This design comes from an exercise in tuning for small area, a short achievable clock period and few clock cycles on the open sky130 flow, not from production work.
RTL that was checked went through simulation tests only; none was proved equivalent to the original.
No activity file was given, so power comes from the tool's default toggle rates.

// edit_distance_engine_unit
module edit_distance_engine_unit (
  input  logic              clk,
  input  logic              rst,
  input  logic              in_valid,
  output logic              in_ready,
  input  logic [FUNC_W-1:0] in_func,
  input  logic [CHAR_W-1:0] in_char_code,
  output logic              out_valid,
  input  logic              out_ready,
  output logic [OUT_W-1:0]  out_distance,
  output logic [OUT_W-1:0]  out_ref_length,
  output logic [OUT_W-1:0]  out_typed_length,
  output logic              out_error
);
Size in the first run: roughly 2,900 cells after synthesis, about 38 I/O pins, roughly 36,000 µm² of cells after synthesis.
make LEC_CHECK=0 ABC_CLOCK_PERIOD_IN_PS=2000 CAP_MARGIN=20 CORE_MARGIN=2 CORE_UTILIZATION=40 CTS_BUF_LIST=sky130_fd_sc_hd__clkbuf_16 CTS_CLUSTER_DIAMETER=120 CTS_CLUSTER_SIZE=30 SETUP_SLACK_MARGIN=3.8 SLEW_MARGIN=20 finish   # period 6.0 ns
run.sh (not shown) runs the stock make flow with config.mk's settings and CLKGATE_MAP_FILE= SYNTH_SCRIPT=/design/flow/synth_recipe.tcl, a recipe that flattens the netlist after the stock synthesis.
Testbench counts at the start, summed over its fixed seeds: cycles 28,719.
Edit:
--- a/flow/design.v
+++ b/flow/design.v
@@ -216,22 +216,23 @@
       res_valid  <= 1'b0;
       hold_valid <= 1'b0;
     end else begin
       res_valid  <= res_valid_n;
       hold_valid <= hold_valid_n;
     end
   end
-  always_ff @(posedge clk) begin
-    if (pop || !res_valid) begin
-      if (hold_valid) begin
-        res_d <= hold_d;
-      end else if (push) begin
-        res_d <= new_d;
-      end
-    end
+  logic res_keep, res_from_hold, res_from_new;
+  assign res_from_hold = (pop || !res_valid) && hold_valid;
+  assign res_from_new  = (pop || !res_valid) && !hold_valid && push;
+  assign res_keep      = !res_from_hold && !res_from_new;
+  always_ff @(posedge clk) begin
+    res_d <= ({Q_W{res_keep}} & res_d) | ({Q_W{res_from_hold}} & hold_d)
+           | ({Q_W{res_from_new}} & new_d);
+  end
+  always_ff @(posedge clk) begin
     if (push && (hold_valid || (res_valid && !pop))) begin
       hold_d <= new_d;
     end
   end
   logic [L+1:0] held_n;
   logic         held_none, held_one;
   assign held_n = {fs[L-1:1], res_valid_n, hold_valid_n};
The changed run finished clean.
Via count is higher by 2.6%.
Utilization grows by 0.25 points.
First-iteration DRC count barely changes.
Sequential cell count is unchanged.
Cell area increases by 0.72%.
Global-route usage came out higher by 0.44 points.
Setup slack is better by 0.087 ns.
Die area goes up by about 0.36%.
Testbench counts after the change, summed over its fixed seeds: cycles 28,719.


v6:
Another version of the RTL of edit_distance_engine_unit (not shown whole).
For scale: ~850 flip-flops, about 38 I/O pins.
Settings: LEC_CHECK=0, ABC_CLOCK_PERIOD_IN_PS=2000, CAP_MARGIN=20, CORE_MARGIN=2, CORE_UTILIZATION=65, CTS_BUF_LIST=sky130_fd_sc_hd__clkbuf_16, CTS_CLUSTER_DIAMETER=120, CTS_CLUSTER_SIZE=30, SETUP_SLACK_MARGIN=3.8, SLEW_MARGIN=20; clock period 6.0 ns.
For v7, these inputs were changed with respect to v6:
--- a/flow/design.v
+++ b/flow/design.v
@@ -22,13 +22,14 @@
   output logic [OUT_W-1:0]  out_distance,
   output logic [OUT_W-1:0]  out_ref_length,
   output logic [OUT_W-1:0]  out_typed_length,
   output logic              out_error
 );
   localparam int N   = MAX_LEN;
-  localparam int NS  = 3;             
+  localparam int NS  = 4;             
+  localparam int SW  = N / NS;        
   localparam int L   = NS + 1;        
   localparam int R_W = 2 * LEN_W + 1;
   localparam int Q_W = R_W + LEN_W;
   logic             rdy;
   logic             acc;
   logic [LEN_W-1:0] ref_count;
@@ -67,13 +68,13 @@
   logic [L:1]          ws, ts, fs, es, ks;
   logic [L:1][NS-1:0]  sh;
   logic [NS-1:0]       sh_in;
   logic [3:1][CHAR_W-1:0] cs;
   always_comb begin
     for (int q = 0; q < NS; q++) begin
-      sh_in[q] = (ref_count >= LEN_W'(N - (q + 1) * N / NS));
+      sh_in[q] = (ref_count >= LEN_W'((NS - 1 - q) * SW));
     end
   end
   always_ff @(posedge clk) begin
     if (rst) begin
       ws <= '0;
       ts <= '0;
@@ -99,21 +100,19 @@
   end
   logic [NS:0] cy_r, ph_r, mh_r;    
   assign cy_r[0] = 1'b0;
   assign ph_r[0] = 1'b1;
   assign mh_r[0] = 1'b0;
   for (genvar q = 0; q < NS; q++) begin : g_slice
-    localparam int LO = q * N / NS;          
-    localparam int SW = (q + 1) * N / NS - LO;   
     localparam int ES = (q < 2) ? q : 2;    
     logic [SW-1:0] eq, pv, mv;
     logic [SW-1:0] eq_c;
     logic [SW-1:0] xv, xh, ph, mh, phs, mhs, pv_n, mv_n;
     always_comb begin
       for (int i = 0; i < SW; i++) begin
-        eq_c[i] = (ref_ch[LO + i] == cs[1 + ES]);
+        eq_c[i] = (ref_ch[q * SW + i] == cs[1 + ES]);
       end
     end
     if (q <= 2) begin : g_eq
       always_ff @(posedge clk) eq <= eq_c;
     end else begin : g_eqd
       localparam int DD = q - 1;
Notes after the runs:
- Across v6 and v7, none had a timing, DRC or antenna violation.
- Measured against each other, v6 and v7 differ in portion of total power attributed to the clock network, the lower figure coming from v7.
- v7: non-clock buffer contribution to total cell area 1.0 points below v6
- ~same worst hold slack in v6 and v7
- Post-CTS setup buffer count for v7: 33 down relative to v6
- When v7 is set beside v6, its power per cell area turns out to be 0.55% larger.
- Met1 demand-to-capacity share in global routing: v7 lower than v6
- The CTS sink count in v7 was higher than what v6 gave.
- When v7 is measured against v6, its logic gate share of total power turns out 1.3 points lower.
- Diff v6 -> v7 | routed length on met3 | decrease of 370 um
Testbench counts of v7, summed over its fixed seeds: cycles 28,719.
Only the layout flow was run in v6; the RTL was not checked for function there.


The RTL this note starts from:
==> flow/design.v <==
package eed_pkg;
  localparam int MAX_LEN = 64;
  localparam int LEN_W   = $clog2(MAX_LEN + 1);
  localparam int OUT_W   = 7;
  localparam int CHAR_W  = 8;
  localparam int FUNC_W  = 2;
  localparam logic [LEN_W-1:0] MAX_CNT = LEN_W'(MAX_LEN);
  localparam logic [FUNC_W-1:0] FN_REF    = 2'd0;
  localparam logic [FUNC_W-1:0] FN_TYPED  = 2'd1;
  localparam logic [FUNC_W-1:0] FN_FINISH = 2'd2;
endpackage
import eed_pkg::*;
module edit_distance_engine_unit (
  input  logic              clk,
  input  logic              rst,
  input  logic              in_valid,
  output logic              in_ready,
  input  logic [FUNC_W-1:0] in_func,
  input  logic [CHAR_W-1:0] in_char_code,
  output logic              out_valid,
  input  logic              out_ready,
  output logic [OUT_W-1:0]  out_distance,
  output logic [OUT_W-1:0]  out_ref_length,
  output logic [OUT_W-1:0]  out_typed_length,
  output logic              out_error
);
  localparam int N   = MAX_LEN;
  localparam int NS  = 4;             
  localparam int SW  = N / NS;        
  localparam int L   = NS + 1;        
  localparam int R_W = 2 * LEN_W + 1;
  localparam int Q_W = R_W + LEN_W;
  logic             rdy;
  logic             acc;
  logic [LEN_W-1:0] ref_count;
  logic [LEN_W-1:0] typed_count;
  logic             error_flag;
  logic             ref_ok, typ_ok, fin_in, err_in;
  assign in_ready = rdy;
  assign acc      = in_valid && rdy;
  assign ref_ok   = acc && (in_func == FN_REF) && (typed_count == '0) && (ref_count != MAX_CNT);
  assign typ_ok   = acc && (in_func == FN_TYPED) && (typed_count != MAX_CNT);
  assign fin_in   = acc && (in_func == FN_FINISH);
  assign err_in   = acc && ((in_func == FN_REF && !ref_ok) || (in_func == FN_TYPED && !typ_ok));
  always_ff @(posedge clk) begin
    if (rst) begin
      ref_count   <= '0;
      typed_count <= '0;
      error_flag  <= 1'b0;
    end else if (fin_in) begin
      ref_count   <= '0;
      typed_count <= '0;
      error_flag  <= 1'b0;
    end else begin
      if (ref_ok) ref_count <= ref_count + LEN_W'(1);
      if (typ_ok) typed_count <= typed_count + LEN_W'(1);
      if (err_in) error_flag <= 1'b1;
    end
  end
  logic [L:1]          ws, ts, fs, es, ks;
  logic [L:1][NS-1:0]  sh;
  logic [NS-1:0]       sh_in;
  logic [3:1][CHAR_W-1:0] cs;
  always_comb begin
    for (int q = 0; q < NS; q++) begin
      sh_in[q] = (ref_count >= LEN_W'((NS - 1 - q) * SW));
    end
  end
  always_ff @(posedge clk) begin
    if (rst) begin
      ws <= '0;
      ts <= '0;
      fs <= '0;
      es <= '0;
    end else begin
      ws <= {ws[L-1:1], ref_ok};
      ts <= {ts[L-1:1], typ_ok};
      fs <= {fs[L-1:1], fin_in};
      es <= {es[L-1:1], err_in};
    end
  end
  always_ff @(posedge clk) begin
    ks <= {ks[L-1:1], rst};
    sh <= {sh[L-1:1], sh_in};
    cs <= {cs[2:1], in_char_code};
  end
  logic [N-1:0][CHAR_W-1:0] ref_ch;
  always_ff @(posedge clk) begin
    if (ws[1]) begin
      ref_ch <= {cs[1], ref_ch[N-1:1]};
    end
  end
  logic [NS:0] cy_r, ph_r, mh_r;    
  assign cy_r[0] = 1'b0;
  assign ph_r[0] = 1'b1;
  assign mh_r[0] = 1'b0;
  for (genvar q = 0; q < NS; q++) begin : g_slice
    localparam int ES = (q < 2) ? q : 2;    
    logic [SW-1:0] eq, pv, mv;
    logic [SW-1:0] eq_c;
    logic [SW-1:0] xv, xh, ph, mh, phs, mhs, pv_n, mv_n;
    always_comb begin
      for (int i = 0; i < SW; i++) begin
        eq_c[i] = (ref_ch[q * SW + i] == cs[1 + ES]);
      end
    end
    if (q <= 2) begin : g_eq
      always_ff @(posedge clk) eq <= eq_c;
    end else begin : g_eqd
      localparam int DD = q - 1;
      logic [SW-1:0] eqd [DD];
      always_ff @(posedge clk) begin
        eqd[0] <= eq_c;
        for (int d = 1; d < DD; d++) eqd[d] <= eqd[d-1];
      end
      assign eq = eqd[DD-1];
    end
    localparam int LG = $clog2(SW);
    logic [(LG+1)*SW-1:0] gg, pp;
    logic [SW:0]         cy;
    always_comb begin
      gg[SW-1:0] = eq & pv;
      pp[SW-1:0] = pv;
      for (int l = 0; l < LG; l++) begin
        for (int i = 0; i < SW; i++) begin
          if (i >= (1 << l)) begin
            gg[(l+1)*SW + i] = gg[l*SW + i] | (pp[l*SW + i] & gg[l*SW + i - (1 << l)]);
            pp[(l+1)*SW + i] = pp[l*SW + i] & pp[l*SW + i - (1 << l)];
          end else begin
            gg[(l+1)*SW + i] = gg[l*SW + i];
            pp[(l+1)*SW + i] = pp[l*SW + i];
          end
        end
      end
      cy[0] = cy_r[q];
      for (int i = 0; i < SW; i++) begin
        cy[i+1] = gg[LG*SW + i] | (pp[LG*SW + i] & cy_r[q]);
      end
      xv   = eq | mv;
      xh   = cy[SW-1:0] | eq;
      ph   = mv | ~(xh | pv);
      mh   = pv & xh;
      phs  = {ph[SW-2:0], ph_r[q]};
      mhs  = {mh[SW-2:0], mh_r[q]};
      pv_n = mhs | ~(xv | phs);
      mv_n = phs & xv;
    end
    always_ff @(posedge clk) begin
      if (fs[2 + q] || ks[2 + q]) begin
        pv <= '0;
        mv <= '1;
      end else if (ts[2 + q]) begin
        pv <= pv_n;
        mv <= mv_n;
      end else if (ws[2 + q]) begin
        pv <= {sh[2 + q][q], pv[SW-1:1]};
        mv <= {!sh[2 + q][q], mv[SW-1:1]};
      end
    end
    always_ff @(posedge clk) begin
      cy_r[q + 1] <= cy[SW];
      ph_r[q + 1] <= ts[2 + q] && ph[SW-1];
      mh_r[q + 1] <= ts[2 + q] && mh[SW-1];
    end
  end
  logic [LEN_W-1:0] ref_len, typed_len;
  logic             err_len;
  always_ff @(posedge clk) begin
    if (fs[L] || ks[L]) begin
      ref_len   <= '0;
      typed_len <= '0;
      err_len   <= 1'b0;
    end else begin
      if (ws[L]) ref_len <= ref_len + LEN_W'(1);
      if (ts[L]) typed_len <= typed_len + LEN_W'(1);
      if (es[L]) err_len <= 1'b1;
    end
  end
  logic [LEN_W-1:0] score;
  logic [LEN_W-1:0] score_n;
  always_comb begin
    score_n = score;
    if (ph_r[NS] || ws[L]) score_n = score + LEN_W'(1);
    else if (mh_r[NS])     score_n = score - LEN_W'(1);
  end
  always_ff @(posedge clk) begin
    if (fs[L] || ks[L]) begin
      score <= '0;
    end else begin
      score <= score_n;
    end
  end
  logic             res_valid, hold_valid;
  logic [Q_W-1:0]   res_d, hold_d, new_d;
  logic             push, pop;
  logic             res_valid_n, hold_valid_n;
  assign push  = fs[L];
  assign new_d = {score_n, ref_len, typed_len, err_len};
  assign pop   = res_valid && out_ready;
  always_comb begin
    res_valid_n  = res_valid;
    hold_valid_n = hold_valid;
    if (pop || !res_valid) begin
      if (hold_valid) begin
        res_valid_n  = 1'b1;
        hold_valid_n = push;
      end else begin
        res_valid_n  = push;
      end
    end else if (push) begin
      hold_valid_n = 1'b1;
    end
  end
  always_ff @(posedge clk) begin
    if (rst) begin
      res_valid  <= 1'b0;
      hold_valid <= 1'b0;
    end else begin
      res_valid  <= res_valid_n;
      hold_valid <= hold_valid_n;
    end
  end
  logic res_keep, res_from_hold, res_from_new;
  assign res_from_hold = (pop || !res_valid) && hold_valid;
  assign res_from_new  = (pop || !res_valid) && !hold_valid && push;
  assign res_keep      = !res_from_hold && !res_from_new;
  always_ff @(posedge clk) begin
    res_d <= ({Q_W{res_keep}} & res_d) | ({Q_W{res_from_hold}} & hold_d)
           | ({Q_W{res_from_new}} & new_d);
  end
  always_ff @(posedge clk) begin
    if (push && (hold_valid || (res_valid && !pop))) begin
      hold_d <= new_d;
    end
  end
  logic [L+1:0] held_n;
  logic         held_none, held_one;
  assign held_n = {fs[L-1:1], res_valid_n, hold_valid_n};
  always_comb begin
    held_none = (held_n == '0);
    held_one  = held_none;
    for (int s = 0; s < L + 1; s++) begin
      if (held_n == (L+2)'(1) << s) held_one = 1'b1;
    end
  end
  always_ff @(posedge clk) begin
    if (rst) begin
      rdy <= 1'b1;
    end else begin
      rdy <= fin_in ? held_none : held_one;
    end
  end
  assign out_valid        = res_valid;
  assign out_distance     = res_d[Q_W-1 -: LEN_W];
  assign out_ref_length   = res_d[R_W-1 -: LEN_W];
  assign out_typed_length = res_d[LEN_W:1];
  assign out_error        = res_d[0];
endmodule
export LEC_CHECK = 0
export ABC_CLOCK_PERIOD_IN_PS = 2000
export CAP_MARGIN = 20
export CORE_MARGIN = 2
export CORE_UTILIZATION = 65
export CTS_BUF_LIST = sky130_fd_sc_hd__clkbuf_16
export CTS_CLUSTER_DIAMETER = 120
export CTS_CLUSTER_SIZE = 30
export SETUP_SLACK_MARGIN = 3.8
export SLEW_MARGIN = 20
create_clock -name core_clock -period 6.0 [get_ports {clk}]
Testbench counts at the start, summed over its fixed seeds: cycles 28,719.
Edit:
--- a/flow/design.v
+++ b/flow/design.v
@@ -26,9 +26,9 @@
 );
   localparam int N   = MAX_LEN;
   localparam int NS  = 4;             
   localparam int SW  = N / NS;        
-  localparam int L   = NS + 1;        
+  localparam int L   = NS;            
   localparam int R_W = 2 * LEN_W + 1;
   localparam int Q_W = R_W + LEN_W;
   logic             rdy;
   logic             acc;
@@ -59,9 +59,10 @@
   end
   logic [L:1]          ws, ts, fs, es, ks;
   logic [L:1][NS-1:0]  sh;
   logic [NS-1:0]       sh_in;
-  logic [3:1][CHAR_W-1:0] cs;
+  logic [2:0][CHAR_W-1:0] cs;       
+  logic [2:1][CHAR_W-1:0] cs_r;
   always_comb begin
     for (int q = 0; q < NS; q++) begin
       sh_in[q] = (ref_count >= LEN_W'((NS - 1 - q) * SW));
     end
@@ -81,14 +82,15 @@
   end
   always_ff @(posedge clk) begin
     ks <= {ks[L-1:1], rst};
     sh <= {sh[L-1:1], sh_in};
-    cs <= {cs[2:1], in_char_code};
-  end
+    cs_r <= cs[1:0];
+  end
+  assign cs = {cs_r, in_char_code};
   logic [N-1:0][CHAR_W-1:0] ref_ch;
   always_ff @(posedge clk) begin
-    if (ws[1]) begin
-      ref_ch <= {cs[1], ref_ch[N-1:1]};
+    if (ref_ok) begin
+      ref_ch <= {in_char_code, ref_ch[N-1:1]};
     end
   end
   logic [NS:0] cy_r, ph_r, mh_r;    
   assign cy_r[0] = 1'b0;
@@ -100,9 +102,9 @@
     logic [SW-1:0] eq_c;
     logic [SW-1:0] xv, xh, ph, mh, phs, mhs, pv_n, mv_n;
     always_comb begin
       for (int i = 0; i < SW; i++) begin
-        eq_c[i] = (ref_ch[q * SW + i] == cs[1 + ES]);
+        eq_c[i] = (ref_ch[q * SW + i] == cs[ES]);
       end
     end
     if (q <= 2) begin : g_eq
       always_ff @(posedge clk) eq <= eq_c;
@@ -145,23 +147,23 @@
       pv_n = mhs | ~(xv | phs);
       mv_n = phs & xv;
     end
     always_ff @(posedge clk) begin
-      if (fs[2 + q] || ks[2 + q]) begin
+      if (fs[1 + q] || ks[1 + q]) begin
         pv <= '0;
         mv <= '1;
-      end else if (ts[2 + q]) begin
+      end else if (ts[1 + q]) begin
         pv <= pv_n;
         mv <= mv_n;
-      end else if (ws[2 + q]) begin
-        pv <= {sh[2 + q][q], pv[SW-1:1]};
-        mv <= {!sh[2 + q][q], mv[SW-1:1]};
+      end else if (ws[1 + q]) begin
+        pv <= {sh[1 + q][q], pv[SW-1:1]};
+        mv <= {!sh[1 + q][q], mv[SW-1:1]};
       end
     end
     always_ff @(posedge clk) begin
       cy_r[q + 1] <= cy[SW];
-      ph_r[q + 1] <= ts[2 + q] && ph[SW-1];
-      mh_r[q + 1] <= ts[2 + q] && mh[SW-1];
+      ph_r[q + 1] <= ts[1 + q] && ph[SW-1];
+      mh_r[q + 1] <= ts[1 + q] && mh[SW-1];
     end
   end
   logic [LEN_W-1:0] ref_len, typed_len;
   logic             err_len;
Result: The changed run completed with no timing, DRC or antenna violations; via count came out higher by 5.6%; non-clock buffer count went up by 163; die area decreases by 0.48%; clock-buffer cell count went down by 1; worst hold slack is better by 0.0085 ns; flip-flop and latch count went down by 16.
No functional check of the RTL was part of the second run of this note.

==> separate check: timing with driven ports <==
Ports are ideal in the flow. The routed layouts listed here were re-timed in OpenROAD. Step 1, drivers: a clkbuf_16 drives clk and a buf_2 each remaining input, both assumed. Step 2 adds t to the input delays and takes it off the output delays; t is the mean of the earliest and latest rising clock arrival at the registers after step 1. Input paths then give back, and output paths get back, about the clock's delay inside the block. Slacks: ideal / step 1 / step 2; pairs: ideal / step 1.
run | t (ns) | setup WS [ns] | latest minus earliest clock arrival (ns)
the first run of note 1 | 0.651 | 3.608 / 3.542 / 3.191 | 0.027 / 0.028
the second run of note 1 | 0.642 | 3.695 / 3.627 / 3.231 | 0.058 / 0.058
v6 | 0.641 | 3.720 / 3.659 / 3.294 | 0.041 / 0.041
v7 | 0.633 | 3.758 / 3.697 / 3.320 | 0.043 / 0.043
the first run of note 3 | 0.643 | 3.734 / 3.674 / 3.213 | 0.046 / 0.047
the second run of note 3 | 0.657 | 3.444 / 3.472 / 2.815 | 0.044 / 0.044
After both steps setup and hold are still met in every run listed. The setup slack of the second run of note 3, which loses most, moves by +0.028 ns with the drivers and by -0.629 ns with both steps.
